What follows belongs to an exercise in optimizing a design on an open flow for a short achievable clock period and few clock cycles per item; a production flow would make more cautious choices.
The RTL was checked by simulation tests, not by an equivalence proof against the original design.
Power is estimated from default activity; no workload was simulated.

## rv_core
module rv_core #(
  parameter rv_isa_pkg::word_t RESET_PC = 32'h0000_0100
) (
  input  logic              clk,
  input  logic              rst,
  output rv_isa_pkg::word_t imem_addr,
  input  rv_isa_pkg::word_t imem_data,
  output rv_isa_pkg::word_t dmem_addr,
  output rv_isa_pkg::word_t dmem_wdata,
  output logic              dmem_we,
  input  rv_isa_pkg::word_t dmem_rdata,
  output logic              halt,
  output rv_isa_pkg::word_t trace_pc,
  output rv_isa_pkg::word_t trace_inst
);
  localparam logic [6:0] OP_LOAD   = 7'b0000011;
  localparam logic [6:0] OP_STORE  = 7'b0100011;
  localparam logic [6:0] OP_BRANCH = 7'b1100011;
  localparam logic [6:0] OP_JALR   = 7'b1100111;
  localparam logic [6:0] OP_JAL    = 7'b1101111;
  localparam logic [6:0] OP_IMM    = 7'b0010011;
  localparam logic [6:0] OP_REG    = 7'b0110011;
  localparam logic [6:0] OP_AUIPC  = 7'b0010111;
  localparam logic [6:0] OP_LUI    = 7'b0110111;
  localparam int R_ADD = 0;
  localparam int R_SUB = 1;
  localparam int R_AND = 2;
  localparam int R_OR  = 3;
  localparam int R_XOR = 4;
  localparam int R_SLL = 5;
  localparam int R_SRL = 6;
  localparam int R_SLT = 7;
  localparam int R_SLTU = 8;
  localparam int R_ALT = 9;
  localparam int R_W   = 10;
  logic        x_redirect;
  logic        x_squash;
  logic        r_q;
  ...
==> flow/config.mk <==
export PLATFORM = sky130hd
export DESIGN_NAME = rv_core
export DESIGN_NICKNAME = rv_core
export VERILOG_FILES = /design/flow/design.v
export SDC_FILE = /design/flow/constraint.sdc
export NUM_CORES = 4
export LEC_CHECK = 0
export ABC_CLOCK_PERIOD_IN_PS = 3000
export CAP_MARGIN = 20
export CORE_MARGIN = 2
export CORE_UTILIZATION = 40
export SETUP_SLACK_MARGIN = 5
export SLEW_MARGIN = 20
==> flow/constraint.sdc <==
create_clock -name core_clock -period 8.0 [get_ports {clk}]
set_input_delay 1.6000 -clock core_clock [delete_from_list [all_inputs] [get_ports {clk}]]
set_output_delay 1.6000 -clock core_clock [all_outputs]
set_load 0.01 [all_outputs]
standard.sh (not shown) runs the stock make flow with config.mk's settings and CLKGATE_MAP_FILE= SYNTH_SCRIPT=/design/flow/synth_recipe.tcl, a recipe that flattens the netlist after the stock synthesis.
==> flow/flow/run.sh <==
#!/bin/bash
# The standard layout, except that synthesis and repair may not use the
# slow four-input and other wide stacked gates.
# Each step's full output is kept in a log file in this folder.
set -euo pipefail
HERE=$(pwd)
cat > "$HERE/flow_config.mk" <<EOC
include $HERE/config.mk
export DONT_USE_CELLS += sky130_fd_sc_hd__or4_1 sky130_fd_sc_hd__or4_2 sky130_fd_sc_hd__or4_4 sky130_fd_sc_hd__nor4_1 sky130_fd_sc_hd__nor4_2 sky130_fd_sc_hd__nor4_4 sky130_fd_sc_hd__or4b_1 sky130_fd_sc_hd__or4b_2 sky130_fd_sc_hd__or4b_4 sky130_fd_sc_hd__or4bb_1 sky130_fd_sc_hd__or4bb_2 sky130_fd_sc_hd__or4bb_4 sky130_fd_sc_hd__nor4b_1 sky130_fd_sc_hd__nor4b_2 sky130_fd_sc_hd__nor4b_4 sky130_fd_sc_hd__nor4bb_1 sky130_fd_sc_hd__nor4bb_2 sky130_fd_sc_hd__nor4bb_4 sky130_fd_sc_hd__a2111oi_0 sky130_fd_sc_hd__a2111oi_1 sky130_fd_sc_hd__a2111oi_2 sky130_fd_sc_hd__a2111oi_4 sky130_fd_sc_hd__o2111ai_1 sky130_fd_sc_hd__o2111ai_2 sky130_fd_sc_hd__o2111ai_4 sky130_fd_sc_hd__o41ai_1 sky130_fd_sc_hd__o41a_1 sky130_fd_sc_hd__a2111o_1 sky130_fd_sc_hd__o2111a_1 sky130_fd_sc_hd__a41oi_1 sky130_fd_sc_hd__o41ai_2 sky130_fd_sc_hd__o41ai_4 sky130_fd_sc_hd__a41oi_2 sky130_fd_sc_hd__a41oi_4 sky130_fd_sc_hd__and4_1 sky130_fd_sc_hd__and4_2 sky130_fd_sc_hd__and4_4 sky130_fd_sc_hd__and4b_1 sky130_fd_sc_hd__and4b_2 sky130_fd_sc_hd__and4b_4 sky130_fd_sc_hd__and4bb_1 sky130_fd_sc_hd__and4bb_2 sky130_fd_sc_hd__and4bb_4 sky130_fd_sc_hd__nand4_1 sky130_fd_sc_hd__nand4_2 sky130_fd_sc_hd__nand4_4 sky130_fd_sc_hd__nand4b_1 sky130_fd_sc_hd__nand4b_2 sky130_fd_sc_hd__nand4b_4 sky130_fd_sc_hd__nand4bb_1 sky130_fd_sc_hd__nand4bb_2 sky130_fd_sc_hd__nand4bb_4 sky130_fd_sc_hd__a311oi_1 sky130_fd_sc_hd__a311oi_2 sky130_fd_sc_hd__a311oi_4 sky130_fd_sc_hd__o311ai_0 sky130_fd_sc_hd__o311ai_1 sky130_fd_sc_hd__o311ai_2 sky130_fd_sc_hd__o311ai_4 sky130_fd_sc_hd__a311o_1 sky130_fd_sc_hd__a311o_2 sky130_fd_sc_hd__a311o_4 sky130_fd_sc_hd__o311a_1 sky130_fd_sc_hd__o311a_2 sky130_fd_sc_hd__o311a_4 sky130_fd_sc_hd__a2111o_2 sky130_fd_sc_hd__a2111o_4 sky130_fd_sc_hd__o2111a_2 sky130_fd_sc_hd__o2111a_4 sky130_fd_sc_hd__or3_1 sky130_fd_sc_hd__or3b_1 sky130_fd_sc_hd__nor3_1 sky130_fd_sc_hd__o32ai_1 sky130_fd_sc_hd__a32oi_1
EOC
bash standard.sh DESIGN_CONFIG="$HERE/flow_config.mk" synth > synth.log 2>&1
bash standard.sh DESIGN_CONFIG="$HERE/flow_config.mk" finish > layout.log 2>&1
Testbench counts at the start, summed over its fixed seeds: cycles 161,846, instrs 157,230.
==> next run, changes <==
--- a/flow/design.v
+++ b/flow/design.v
@@ -798,15 +798,14 @@
   logic        x_flb;
   logic        x_flsd;
   logic [31:0] x_alt;
   logic [31:0] x_target;
   logic [31:0] x_pc4;
   logic [R_W-1:0] x_rsel;
   logic [8:0]  x_ssel;
-  logic [31:0] x_rpc;
   logic [8:0]  d_ssel;
   logic        x_sra;
   logic        x_sub;
   logic [2:0]  x_bsel;
   logic        x_binv;
   logic        d_sub;
   assign d_sub = d_op == OP_REG && d_f3 == 3'b000 && d_f7[5];
@@ -879,26 +878,26 @@
     x_flb    <= d_fwd2 && !d_use_imm && x_load;
     x_flsd   <= d_fwd2 && x_load;
     x_alt    <= d_alt;
     x_target <= d_target;
     x_pc4    <= d_pc4;
     x_rsel   <= d_rsel;
     x_ssel   <= d_ssel;
-    x_rpc    <= d_ecall ? d_pc : (d_pred ? d_pc4 : d_target);
     x_sra    <= d_f7[5];
     x_sub    <= d_sub;
     x_bsel   <= {d_f3[2] & d_f3[1], d_f3[2] & !d_f3[1], !d_f3[2]};
     x_binv   <= d_f3[0] ^ d_pred;
   end
   logic [31:0] a;
   logic [31:0] b;
   logic [31:0] sd;
   logic [31:0] ld;
   logic [31:0] sum00, sum10, sum01, sum11, sumL0, sum0L, sumLL;
   logic [31:0] dif01, dif0L;
+  logic [31:0] sum;
   logic        eq00, eq10, eq01, eqL0, eq0L;
   logic        lt00, lt10, lt01, ltL0, lt0L;
   logic        ltu00, ltu10, ltu01, ltuL0, ltu0L;
   logic        eq;
   logic        lt;
   logic        ltu;
   logic        cond_raw;
@@ -915,16 +914,25 @@
   rv_add32 i_add01 (.a(x_a),      .b(m_result),  .cin(1'b0),  .s(sum01));
   rv_add32 i_dif01 (.a(x_a),      .b(~m_result), .cin(1'b1),  .s(dif01));
   rv_add32 i_add11 (.a(m_result), .b(m_result),  .cin(1'b0),  .s(sum11));
   rv_add32 i_addL0 (.a(ld),       .b(x_b),       .cin(x_sub), .s(sumL0));
   rv_add32 i_add0L (.a(x_a),      .b(ld),        .cin(1'b0),  .s(sum0L));
   rv_add32 i_dif0L (.a(x_a),      .b(~ld),       .cin(1'b1),  .s(dif0L));
   rv_add32 i_addLL (.a(ld),       .b(ld),        .cin(1'b0),  .s(sumLL));
-  logic [31:0] jalr_sum;
-  assign jalr_sum = x_fa ? sum10 : (x_fla ? sumL0 : sum00);
+  always_comb begin
+    case ({x_fa, x_fla, x_fb, x_flb})
+      4'b1000: sum = sum10;
+      4'b0010: sum = x_sub ? dif01 : sum01;
+      4'b1010: sum = x_sub ? 32'd0 : sum11;
+      4'b0100: sum = sumL0;
+      4'b0001: sum = x_sub ? dif0L : sum0L;
+      4'b0101: sum = x_sub ? 32'd0 : sumLL;
+      default: sum = sum00;
+    endcase
+  end
   rv_cmp32 i_cmp00 (.a(x_a),      .b(x_b),      .eq(eq00), .lt(lt00), .ltu(ltu00));
   rv_cmp32 i_cmp10 (.a(m_result), .b(x_b),      .eq(eq10), .lt(lt10), .ltu(ltu10));
   rv_cmp32 i_cmp01 (.a(x_a),      .b(m_result), .eq(eq01), .lt(lt01), .ltu(ltu01));
   rv_cmp32 i_cmpL0 (.a(ld),       .b(x_b),      .eq(eqL0), .lt(ltL0), .ltu(ltuL0));
   rv_cmp32 i_cmp0L (.a(x_a),      .b(ld),       .eq(eq0L), .lt(lt0L), .ltu(ltu0L));
   always_comb begin
     case ({x_fa, x_fla, x_fb, x_flb})
@@ -970,15 +978,20 @@
   assign jalr_ok_x = jalr_check(x_a, x_b, x_ptgt);
   assign jalr_ok_m = jalr_check(m_result, x_b, x_ptgt);
   assign jalr_ok_l = jalr_check(ld, x_b, x_ptgt);
   assign jalr_ok   = x_fa ? jalr_ok_m : (x_fla ? jalr_ok_l : jalr_ok_x);
   assign x_mispredict = x_is_br && !x_dres && (cond_raw ^ x_binv) && !x_squash;
   assign x_redirect   = ((x_ecall || (x_is_jalr && !(x_pred && jalr_ok))) && !x_squash) ||
                         x_mispredict;
-  assign x_redirect_pc = x_is_jalr ? {jalr_sum[31:1], 1'b0} : x_rpc;
+  always_comb begin
+    if (x_is_jalr)                    x_redirect_pc = {sum[31:1], 1'b0};
+    else if (x_ecall)                 x_redirect_pc = x_pc;
+    else if (x_pred)                  x_redirect_pc = x_pc4;
+    else                              x_redirect_pc = x_target;
+  end
   logic x_link;
   assign x_link = x_rsel[R_ALT] && (x_inst[6:0] == OP_JAL || x_inst[6:0] == OP_JALR);
   always_ff @(posedge clk) begin
     if (rst) begin
       for (int i = 0; i < LV_N; i++) lv_v[i] <= 1'b0;
     end else if (x_we && !x_squash) begin
       if (x_link)
@@ -1026,15 +1039,15 @@
   assign x_bidx = x_pc[BP_AW+1:2];
   assign xw_hit = w_bu && w_bidx == x_bidx;
   always_ff @(posedge clk) begin
     m_back  <= x_inst[31];
     m_taken <= cond_raw ^ x_f3[0];
     m_bidx  <= x_bidx;
     m_jidx  <= x_pc[JP_AW+1:2];
-    m_jtgt  <= jalr_sum[31:1];
+    m_jtgt  <= sum[31:1];
     m_cnt   <= (xw_hit && w_back) ? w_cnt  : bt_cnt[x_bidx];
     m_trip  <= (xw_hit && w_back) ? w_trip : bt_trip[x_bidx];
     m_tv    <= (xw_hit && w_back) ? w_tv   : bt_tv[x_bidx];
     m_ctr   <= (xw_hit && !w_back) ? w_ctr :
                bt_cv[x_bidx] ? bt_ctr[x_bidx] :
                (x_f3 == 3'b001 || x_f3 == 3'b101) ? 2'd2 : 2'd1;
   end
Outcome: The new run completed without violations. Sequential share of layout area goes down by 1.5 points. Power goes up by a few percent. Area after synthesis goes up slightly. Worst setup slack is worse by 0.28 ns. Global-route usage goes up by 3.2 points. Die area goes up slightly. Utilization goes up by 1.1 points. Count of clock-buffer cells in the layout goes up by 13. Final cell count goes up by a few percent. Design area goes up by a few percent. Hold slack is better by 0.014 ns. Clock power goes up by a few percent. Via count goes up by a few percent.
Testbench counts after the change, summed over its fixed seeds: cycles 161,846, instrs 157,230.

-- re-timing with driven ports --
How much do the figures lean on ideal ports? The routed layouts below were timed once more, with nothing changed but the port constraints.
Step 1 sets driving cells, clkbuf_16 on the clock port and buf_2 on the other inputs (assumed; they add their load-dependent delay and slew).
Step 2, shift: input delay + t, output delay - t, t = (earliest + latest rising clock arrival at the registers) / 2. This alone moves slack from input paths to output paths.
Three values: ideal ports, drivers, drivers and shift; two values: the first two.
run	shift t [ns]	slack for setup (ns)	hold WS [ns]	worst setup path after step 2	clock arrival spread, ns
the first run	1.073	4.031 / 3.998 / 2.925	0.310 / 0.310 / 0.310	input to register	0.082 / 0.083
the second run	1.052	3.750 / 3.719 / 2.666	0.324 / 0.324 / 0.324	input to register	0.067 / 0.067
After both steps setup and hold are still met in every run listed. The setup slack of the first run, which loses most, moves by -0.033 ns with the drivers and by -1.106 ns with both steps.
